From an optimization exercise on the open Yosys and OpenROAD flow, aimed at small area, a short achievable clock period and few clock cycles; shortcuts taken in it are not production practice. In this exercise RTL edits were held to simulation tests only and were not proved equivalent to the original. Power and IR drop assume default switching activity.

**flow/config.mk**
```make
export PLATFORM = sky130hd
export DESIGN_NAME = peak_interval_rate_estimator
export DESIGN_NICKNAME = peak_interval_rate_estimator
export VERILOG_FILES = /design/flow/design.v
export SDC_FILE = /design/flow/constraint.sdc
export NUM_CORES = 4
export LEC_CHECK = 0
export ABC_AREA = 1
export CAP_MARGIN = 20
export CORE_MARGIN = 2
export CORE_UTILIZATION = 40
export SETUP_SLACK_MARGIN = 3.2
export SLEW_MARGIN = 20
```
**flow/constraint.sdc**
```tcl
create_clock -name core_clock -period 5.5 [get_ports {clk}]
set_input_delay 1.1000 -clock core_clock [delete_from_list [all_inputs] [get_ports {clk}]]
set_output_delay 1.1000 -clock core_clock [all_outputs]
set_load 0.01 [all_outputs]
```
**flow/run.sh**
```bash
#!/bin/bash
# synth_recipe.tcl (not shown) runs the flow's synth.tcl, then flattens the netlist and writes it again
# the make line also repeats each setting of config.mk as NAME=value (left out here)
make -C /OpenROAD-flow-scripts/flow DESIGN_CONFIG=/design/flow/config.mk WORK_HOME=/design/flow/orfs CLKGATE_MAP_FILE= SYNTH_SCRIPT=/design/flow/synth_recipe.tcl finish
```
**flow/design.v**
```verilog
`timescale 1ns / 1ps
package pire_pkg;
    localparam int SAMPLE_W  = 10;
    localparam int SPAN_W    = 14;
    localparam int RATE_W    = 6;
    localparam int SPACING_W = 8;
    localparam int DEPTH_DEFAULT = 64;
    localparam int AW            = 6;
    localparam int GRP_B = 2;
    localparam int NGRP  = SAMPLE_W / GRP_B;
    localparam logic [SPACING_W-1:0] SPACING_RESET = 8'd20;
    localparam logic [RATE_W-1:0]    RATE_SAT      = 6'd63;
    function automatic logic [RATE_W-1:0] rate_of(input logic [SPAN_W-1:0] s);
        logic [RATE_W-1:0] r;
        if (s[SPAN_W-1:6] != '0)
            r = 6'd0;
        else
            case (s[5:0])
                6'd0:  r = RATE_SAT;
                6'd1:  r = 6'd60;
                6'd2:  r = 6'd30;
                6'd3:  r = 6'd20;
                6'd4:  r = 6'd15;
                6'd5:  r = 6'd12;
                6'd6:  r = 6'd10;
                6'd7:  r = 6'd8;
                6'd8:  r = 6'd7;
                6'd9, 6'd10: r = 6'd6;
                6'd11, 6'd12: r = 6'd5;
                6'd13, 6'd14, 6'd15: r = 6'd4;
                6'd16, 6'd17, 6'd18, 6'd19, 6'd20: r = 6'd3;
                default:
                    if (s[5:0] <= 6'd30)
                        r = 6'd2;
                    else if (s[5:0] <= 6'd60)
                        r = 6'd1;
                    else
                        r = 6'd0;
            endcase
        rate_of = r;
    endfunction
    function automatic logic [63:0] below_or(input logic [63:0] m);
        logic [63:0] p;
        p = {m[62:0], 1'b0};
        for (int k = 1; k < 64; k = k * 2)
            p = p | (p << k);
        below_or = p;
    endfunction
    function automatic logic [AW-1:0] onehot_idx(input logic [63:0] h);
        logic [AW-1:0] r;
        for (int b = 0; b < AW; b++)
        begin
            r[b] = 1'b0;
            for (int i = 0; i < 64; i++)
                if (((i >> b) & 1) == 1)
                    r[b] = r[b] | h[i];
        end
        onehot_idx = r;
    endfunction
endpackage
`timescale 1ns / 1ps
module pire_ram #(
    parameter int WIDTH = 10,
    parameter int DEPTH = 64,
    parameter int GB    = 2
) (
    input  logic                                    clk,
    input  logic                                    clr,
    input  logic [WIDTH/GB-1:0]                     we,
    input  logic [WIDTH/GB-1:0][$clog2(DEPTH)-1:0]  waddr,
    input  logic [WIDTH-1:0]                        wdata,
    output logic [DEPTH-1:0][WIDTH-1:0]             q
);
    localparam int NG = WIDTH / GB;
    logic [DEPTH-1:0][WIDTH-1:0] mem;
    always_ff @(posedge clk)
    begin
        for (int s = 0; s < DEPTH; s++)
        begin
            for (int g = 0; g < NG; g++)
            begin
                if (clr || (we[g] && waddr[g] == $clog2(DEPTH)'(s)))
                begin
                    mem[s][g*GB +: GB] <= clr ? '0 : wdata[g*GB +: GB];
                end
            end
        end
    end
    assign q = mem;
endmodule
`timescale 1ns / 1ps
module pire_rate_unit (
    input  logic                           clk,
    input  logic                           rst_n,
    input  logic                           vld,
    input  logic [pire_pkg::AW-1:0]        idx,
    input  logic [pire_pkg::AW-1:0]        head,
    input  logic                           last,
    input  logic [pire_pkg::SPACING_W-1:0] spacing,
    output logic [20:0]                    result,
    output logic                           result_valid
);
    localparam int SW = pire_pkg::SPAN_W;
    logic                        s1_vld_reg, out_vld_reg;
    logic                        s1_last_reg;
    logic [SW-1:0]               s1_sum_reg, s1_cry_reg;
    logic [SW-1:0]               sum, cry;
    logic [pire_pkg::AW-1:0]     gap;
    logic [2:0][9:0]             pp;
    logic [9:0]                  sp3_reg;
    logic [20:0]                 out_reg;
    logic [SW-1:0]               span;
    always_ff @(posedge clk or negedge rst_n)
    begin
        if (!rst_n)
        begin
            s1_vld_reg  <= 1'b0;
            out_vld_reg <= 1'b0;
        end
        else
        begin
            s1_vld_reg  <= vld;
            out_vld_reg <= s1_vld_reg;
        end
    end
    assign gap = idx - head;
    always_comb
    begin
        for (int d = 0; d < 3; d++)
        begin
            case (gap[2*d +: 2])
                2'd0:    pp[d] = '0;
                2'd1:    pp[d] = 10'(spacing);
                2'd2:    pp[d] = {1'b0, spacing, 1'b0};
                default: pp[d] = sp3_reg;
            endcase
        end
        begin
            logic [SW-1:0] x, y, z;
            x   = SW'(pp[0]);
            y   = SW'(pp[1]) << 2;
            z   = SW'(pp[2]) << 4;
            sum = x ^ y ^ z;
            cry = ((x & y) | (x & z) | (y & z)) << 1;
        end
        span = s1_sum_reg + s1_cry_reg;
    end
    always_ff @(posedge clk)
    begin
        sp3_reg     <= 10'(spacing) + {1'b0, spacing, 1'b0};
        s1_sum_reg  <= sum;
        s1_cry_reg  <= cry;
        s1_last_reg <= last;
        out_reg     <= {span, pire_pkg::rate_of(span), s1_last_reg};
    end
    assign result       = out_reg;
    assign result_valid = out_vld_reg;
endmodule
`timescale 1ns / 1ps
module peak_interval_rate_estimator #(
    parameter int DEPTH = pire_pkg::DEPTH_DEFAULT
) (
    input  logic                           clk,
    input  logic                           rst_n,
    input  logic                           start,
    output logic                           busy,
    input  logic [10:0]                    cmd,
    output logic [20:0]                    result,
    output logic                           result_valid,
    input  logic                           cfg_valid,
    output logic                           cfg_ready,
    input  logic [pire_pkg::SPACING_W-1:0] cfg_data
);
    localparam int AW   = pire_pkg::AW;
    localparam int W    = pire_pkg::SAMPLE_W;
    localparam int GB   = pire_pkg::GRP_B;
    localparam int NG   = pire_pkg::NGRP;
    localparam int CAP  = 2;
    localparam int CNTW = 2;
    logic            take, take_push, take_eval;
    logic            park, busy_reg;
    logic            eval_go;
    logic            park_next, full_next;
    logic [CNTW-1:0] cnt, cnt_next;   
    logic                        clr;
    logic [AW-1:0]               wpos;
    logic [NG-1:1]               wq_v;
    logic [NG-1:1][AW-1:0]       wq_a;
    logic [NG-1:1][W-1:0]        wq_d;
    logic [NG-1:0]               r_we;
    logic [NG-1:0][AW-1:0]       r_wa;
    logic [W-1:0]                r_wd;
    logic [DEPTH-1:0][W-1:0]     ring;
    logic [NG:1]                 sv;
    logic [NG:2][DEPTH-1:0]      sm;
    logic [NG:1]                 sa, sp;
    logic [NG:0][DEPTH-1:0]      s_eff;
    logic [NG-1:0]               s_a, s_p;
    logic             p_v;
    logic [DEPTH-1:0] hm;
    logic             w_act;
    logic [DEPTH-1:0] w_m;
    logic [AW-1:0]    w_head, w_pick;
    logic             w_empty, w_done, w_load;
    logic [DEPTH-1:0] w_below, h_below;
    logic             e_v;
    logic [AW-1:0]    e_idx;
    logic [pire_pkg::SPACING_W-1:0] spacing_reg;
    assign cfg_ready = 1'b1;
    assign busy      = busy_reg;
    assign take      = start && !busy_reg;
    assign take_push = take && !cmd[10];
    assign take_eval = take && cmd[10];
    assign eval_go   = !cnt[1] && (park || take_eval);
    assign park_next = (park && cnt[1]) || (take_eval && (park || cnt[1]));
    assign cnt_next  = cnt + CNTW'(eval_go) - CNTW'(w_done);
    assign full_next = (cnt[1] && !(w_done && !eval_go))
                    || (cnt[0] && eval_go && !w_done);
    always_ff @(posedge clk or negedge rst_n)
    begin
        if (!rst_n)
        begin
            park     <= 1'b0;
            busy_reg <= 1'b1;
            cnt      <= '0;
        end
        else
        begin
            cnt      <= cnt_next;
            park     <= park_next;
            busy_reg <= park_next;
        end
    end
    always_comb
    begin
        r_we[NG-1]              = take_push;
        r_wa[NG-1]              = wpos;
        r_wd[(NG-1)*GB +: GB]   = cmd[(NG-1)*GB +: GB];
        for (int g = 1; g < NG; g++)
        begin
            r_we[NG-1-g]            = wq_v[g];
            r_wa[NG-1-g]            = wq_a[g];
            r_wd[(NG-1-g)*GB +: GB] = wq_d[g][(NG-1-g)*GB +: GB];
        end
    end
    always_ff @(posedge clk or negedge rst_n)
    begin
        if (!rst_n)
        begin
            clr  <= 1'b1;
            wpos <= '0;
            wq_v <= '0;
        end
        else
        begin
            clr     <= 1'b0;
            wq_v[1] <= take_push;
            for (int g = 2; g < NG; g++)
                wq_v[g] <= wq_v[g-1];
            if (take_push)
                wpos <= wpos + AW'(1);
        end
    end
    always_ff @(posedge clk)
    begin
        wq_a[1] <= wpos;
        wq_d[1] <= cmd[W-1:0];
        for (int g = 2; g < NG; g++)
        begin
            wq_a[g] <= wq_a[g-1];
            wq_d[g] <= wq_d[g-1];
        end
    end
    pire_ram #(
        .WIDTH (W),
        .DEPTH (DEPTH),
        .GB    (GB)
    ) u_store (
        .clk   (clk),
        .clr   (clr),
        .we    (r_we),
        .waddr (r_wa),
        .wdata (r_wd),
        .q     (ring)
    );
    always_comb
    begin
        for (int g = 0; g <= NG; g++)
        begin
            logic [DEPTH-1:0] c, hi, lo;
            logic a, b, d;
            c = '1;
            if (g > 0)
            begin
                for (int s = 0; s < DEPTH; s++)
                begin
                    hi[s] = ring[s][W-1-(g-1)*GB];
                    lo[s] = ring[s][W-2-(g-1)*GB];
                end
                c = (g == 1) ? '1 : sm[g];
                c = c & (hi | {DEPTH{!sa[g]}}) & (lo | {DEPTH{!sp[g]}});
            end
            s_eff[g] = c;
            if (g < NG)
            begin
                for (int s = 0; s < DEPTH; s++)
                begin
                    hi[s] = ring[s][W-1-g*GB];
                    lo[s] = ring[s][W-2-g*GB];
                end
                a = |(c & hi);
                b = |(c & hi & lo);
                d = |(c & lo);
                s_a[g] = a;
                s_p[g] = a ? b : d;
            end
        end
    end
    always_ff @(posedge clk or negedge rst_n)
    begin
        if (!rst_n)
            sv <= '0;
        else
        begin
            sv[1] <= eval_go;
            for (int g = 2; g <= NG; g++)
                sv[g] <= sv[g-1];
        end
    end
    always_ff @(posedge clk)
    begin
        for (int g = 1; g <= NG; g++)
        begin
            sa[g] <= s_a[g-1];
            sp[g] <= s_p[g-1];
        end
        for (int g = 2; g <= NG; g++)
            sm[g] <= s_eff[g-1];
        if (sv[NG])
            hm <= s_eff[NG];
    end
    assign w_empty = (w_m == '0);
    assign w_load  = p_v && w_empty;
    assign w_done  = w_act && w_empty;
    assign w_below = pire_pkg::below_or(w_m);
    assign w_pick  = pire_pkg::onehot_idx(w_m & ~w_below);
    assign h_below = pire_pkg::below_or(hm);
    always_ff @(posedge clk or negedge rst_n)
    begin
        if (!rst_n)
        begin
            p_v     <= 1'b0;
            w_m     <= '0;
            w_act   <= 1'b0;
            e_v     <= 1'b0;
        end
        else
        begin
            p_v <= sv[NG] || (p_v && !w_load);
            if (w_load)
                w_act <= 1'b1;
            else if (w_done)
                w_act <= 1'b0;
            w_m     <= (hm & h_below & {DEPTH{w_load}}) | (w_m & w_below);
            e_v     <= !w_empty;
        end
    end
    always_ff @(posedge clk)
    begin
        if (w_load)
            w_head <= pire_pkg::onehot_idx(hm & ~h_below);
        e_idx <= w_pick;
    end
    always_ff @(posedge clk or negedge rst_n)
    begin
        if (!rst_n)
            spacing_reg <= pire_pkg::SPACING_RESET;
        else if (cfg_valid)
            spacing_reg <= cfg_data;
    end
    pire_rate_unit u_rate (
        .clk          (clk),
        .rst_n        (rst_n),
        .vld          (e_v),
        .idx          (e_idx),
        .head         (w_head),
        .last         (w_empty),
        .spacing      (spacing_reg),
        .result       (result),
        .result_valid (result_valid)
    );
endmodule
```
==> summary.txt <==
Clock tree
  – CTS sink count: 1,178
  – Hold_buf cts: 0
  – Register clock-pin slew on the reported worst setup and hold paths: 0.05 ns
  – Bufs on Longest Clock Path: 3
  – Clk latency of the worst-skew pair: roughly 0.77 ns
  – H-tree levels: 4
  – Num CTS Buffers: 132
  – Clock root buffer: clkbuf_16
  – TritonCTS clock tree: built

Worst setup path
  – Crit path largest cell delay: 0.55 ns
  – Reg-to-reg setup timing slack: 2.81 ns
  – Reg2Reg Capture Point: u_rate.s1_sum_reg[6]
  – Number of cells on the worst reg-to-reg path: 16
  – CP top delay family: adder cells
  – Arrival time worst endpoint: 3.38 ns
  – CP Capture Type: flop
  – Req. time, crit path: 6.19 ns
  – Worst path bufs/invs: 6
  – Crit-path cells: ha_4 > inv_2 > fa_2 > nand2_2 > inv_2 > or2_1 > a21oi_2 > buf_4 > nand2_4 > nand2_8 > buf_12 > buf_6 > o22ai_4 > o21ai_4 > inv_2 > fa_2
  – Reg2reg start: w_head[0]
  – Most used cell, CP: inv_2
  – Startpoint Class: flop
  – Crit-path max FO: 4
  – CP Class: reg2reg
  – CP max-delay cell: fa_2

Power and ir drop
  – Sequential share of power: 0.332
  – Worst VDD drop: 504 uV
  – Sw power: 15.4 mW
  – Design Power: roughly 36 mW
  – Power density over the cells: 575 nW/um^2
  – Logic pwr share: 0.420
  – Pint: between 20 and 25 mW
  – Clk pwr share: 0.248
  – Leakage: 27.5 nW
  – Switch share: 0.431

Finish
  – Top flop regs: u_store.mem x640, sm x256, hm x64
  – Proportion of layout cells with a drive suffix above 1: 0.125
  – Net count, final: 6,164
  – Reg with most FFs: u_store.mem
  – Core Util, Final: 0.473
  – Number of flip-flops in the largest register: 640
  – P&R area growth vs syn: 17.7%

Logic synthesis
  – Synth warn: 3
  – Top_reg_cell synth: edfxtp_1
  – Synthesized cell area: 52,700 sq um
  – Seq/Total Area, Yosys: 0.592
  – Cells after Synth: around 6,000
  – Mapped Nets: 5,958
  – Asr flop ratio synth: 0.0815
  – Synth cell types: 60
  – Syn_area_per_cell: 8.94 sq um
  – Synthesized flop and latch total: 1,178
  – Post-synth EDFFs: 710

Timing
  – Setup violators final: 0
  – PnR worst setup slack: 2.81 ns
  – Max frequency: around 370 MHz
  – Slew margin rel.: 0.262
  – Setup Skew: 0.0377 ns
  – RSZ-0062 raised after global routing: true
  – Min cycle time layout: 2.69 ns
  – Final period util: 0.489
  – Slew @ Worst Pin: 1.10 ns
  – Max-slew violations: 0
  – Final hold violations: 0
  – Setup TNS: 0 ns

Worst hold path
  – Hold-critical path endpoint: wq_d[20]
  – Hold_sp: wq_d[10]
  – Hold Path Class: reg2reg
  – Worst Hold Depth: 0

Global route
  – Initial antenna violation count: 6
  – Number of global-route vias before repair: 42,500
  – Total GRT Usage: 0.303
  – First-pass GRT wire length: 295,000 um
  – Pin count of the biggest net entering global routing: between 100 and 150
  – GRT overflow: 0

Detailed routing
  – DR pass1 iterations: 6
  – WL final: roughly 210,000 um
  – Routed length per instance: 26.5 um
  – DRT iter0 DRCs: about 6,000
  – DRC: 0
  – ANT nets after route: 0
  – Vias: 44,900
  – Vias per cell: between 5 and 6

Run status
  – Status: finished clean

Floorplanning
  – Initial Utilization: 0.402
  – Die X: 367 um
  – Io pins: 47
  – Num rows: 133
  – Die ar.: 135,000 sq um
  – Die Ht: between 300 and 400 um
  – Core ar.: 131,000 sq um

Placed design
  – Setup Slack @ Placement: 1.99 ns
  – Post-DP HPWL: 156,000 um
  – Placer congestion estimate: 0.977
  – Buffers on Ports: 45

Job
  – Max cap viols: 0
-- synthesized netlist by cell type, types with 20 or more instances --
| master | n | area share |
|---|---|---|
| a21oi_1 | 102 | 0.0097 |
| and3_1 | 41 | 0.0049 |
| buf_2 | 35 | 0.0033 |
| clkbuf_1 | 83 | 0.0059 |
| dfrtp_1 | 92 | 0.044 |
| dfxtp_1 | 372 | 0.14 |
| edfxtp_1 | 710 | 0.40 |
| ha_1 | 34 | 0.0081 |
| inv_1 | 891 | 0.063 |
| nand2_1 | 1358 | 0.097 |
| nand3_1 | 373 | 0.035 |
| nand4_1 | 136 | 0.016 |
| nor2_1 | 575 | 0.041 |
| nor3_1 | 41 | 0.0039 |
| nor4_1 | 27 | 0.0032 |
| o2111ai_1 | 27 | 0.0045 |
| o211ai_1 | 29 | 0.0041 |
| o21ai_0 | 593 | 0.056 |
| o22ai_1 | 166 | 0.020 |
| o31ai_1 | 20 | 0.0028 |
| or2_2 | 29 | 0.0034 |
-- worst reg2reg max path, delay by kind of cell, from the launching register on --
| kind | cells | cell delay, ns |
|---|---|---|
| adder cells (fa/ha/maj) | 3 | 1.03 |
| buffers and inverters | 6 | 0.49 |
| AND/OR/NAND/NOR | 4 | 0.44 |
| flip-flops | 1 | 0.38 |
| AO/OA/AOI/OAI | 3 | 0.30 |
-- area by class of cell --
cell class | instances | area (sq um)
fillers | 12700 | 69100
flip-flops and latches | 1178 | 31200
multi-input cells | 3691 | 19000
clock buffers | 200 | 3870
inverters | 899 | 3450
well taps | 1755 | 2200
repair buffers | 195 | 1830
clock inverters | 43 | 449
repair inverters | 1 | 8.76
diodes | 2 | 5.00
-- metrics by stage --
| step | hold slack, ns | instances | instance area, sq um |
|---|---|---|---|
| 6_report | 0.323 | 7964 | 62000 |
| 5_1_grt | 0.329 | 7962 | 62000 |
| 4_1_cts | 0.322 | 7890 | 60500 |
| 3_5_place_dp | 0.312 | 7585 | 55200 |
| 3_3_place_gp | 0.309 | 7585 | 55200 |
| 2_1_floorplan | 0.310 | 5892 | 52800 |
-- cells by family after synthesis --
logic type	count (synthesis)	synth area share
AND/OR/NAND/NOR	2632	0.213
flip-flops	1178	0.592
buffers and inverters	1029	0.0747
AO/OA/AOI/OAI	984	0.105
adder cells (fa/ha/maj)	44	0.0117
XOR/XNOR	23	0.00382
other	2	0.000143
-- what timing repair did --
action | in CTS | in global routing
pin swaps | 42 | 84
cloned | 4 | 5
endpoints found under the setup margin | 823 | 139
buffers inserted | 58 | 67
resized for setup | 239 | 264
-- per-layer routing --
metal / part of all wire / vias to the layer above / global-route usage
met5: 0.00022 / - / 0
met4: 0.059 / 8 / 0.156
met3: 0.086 / 490 / 0.0456
met2: 0.46 / 2357 / 0.484
met1: 0.40 / 21800 / 0.400
li1: - / 20300 / -
-- cell usage in the layout, fill, tap and decap left out, types with 17 or more instances in the layout --
master	count
nand2_1	1310
inv_1	857
edfxtp_1	710
o21ai_0	534
nor2_1	472
dfxtp_1	351
nand3_1	331
o22ai_1	151
clkbuf_16	139
nand4_1	136
buf_4	119
a21oi_1	99
dfrtp_1	89
nor2_2	70
nor2_4	61
o21ai_1	53
clkbuf_1	42
and3_1	41
nand2_2	40
nand3_2	39
nor3_1	32
inv_2	31
ha_1	31
or2_2	29
o211ai_1	29
nor4_1	27
o2111ai_1	26
buf_6	26
clkbuf_8	21
clkdlybuf4s50_1	20
clkinv_2	18
xor2_1	17
-- worst max-delay path by stage --
stage / endpoint / cells past startpoint / slack [ns] / start
floorplan: u_store.mem[0] / 2 / 2.90 / clr
global placement: u_store.mem[618] / 5 / 2.03 / start
detailed placement: u_store.mem[148] / 5 / 1.99 / start
CTS: u_rate.s1_sum_reg[8] / 16 / 2.79 / w_head[0]
global route: u_rate.s1_sum_reg[8] / 16 / 2.67 / w_head[0]
finish: u_rate.s1_sum_reg[6] / 16 / 2.81 / w_head[0]
-- power groups by stage --
stage                     Combinational, mW  Clock, mW  Sequential [mW]
after floorplan                        7.73          0             11.4
after global placement                 12.0          0             12.0
after detailed placement               11.9          0             12.0
after CTS                              13.2       8.94             11.7
after global routing                   16.1       9.29             11.9
final                                  15.0       8.85             11.8
Testbench counts, summed over its fixed seeds: cycles 7,960.

-- what the ideal ports hide --
How much do the figures lean on ideal ports? The routed layout below was timed once more, with nothing changed but the port constraints.
Step 1 (the two cells are an assumption about what drives the block):
set clk [get_ports {clk}]
set_driving_cell -lib_cell sky130_fd_sc_hd__clkbuf_16 $clk
set_driving_cell -lib_cell sky130_fd_sc_hd__buf_2 [delete_from_list [all_inputs] $clk]
Step 2 moves the port delays by t, midway between the first and last clock arrival at a register: inputs arrive t later, outputs are due t later. That takes back most of the time a late clock gives input paths.
Three values: no drivers, after step 1, after step 2; two values: the first two.
shift t [ns]: 0.833
slack for setup (ns): 2.810 / 2.810 / 2.575
hold slack, ns: 0.323 / 0.288 / 0.323
worst setup path after step 2: input to register
cell pins on the clock port's net: 1
After both steps this run still meets setup and hold. The setup slack of this run moves by 0.000 ns with the drivers and by -0.235 ns with both steps.
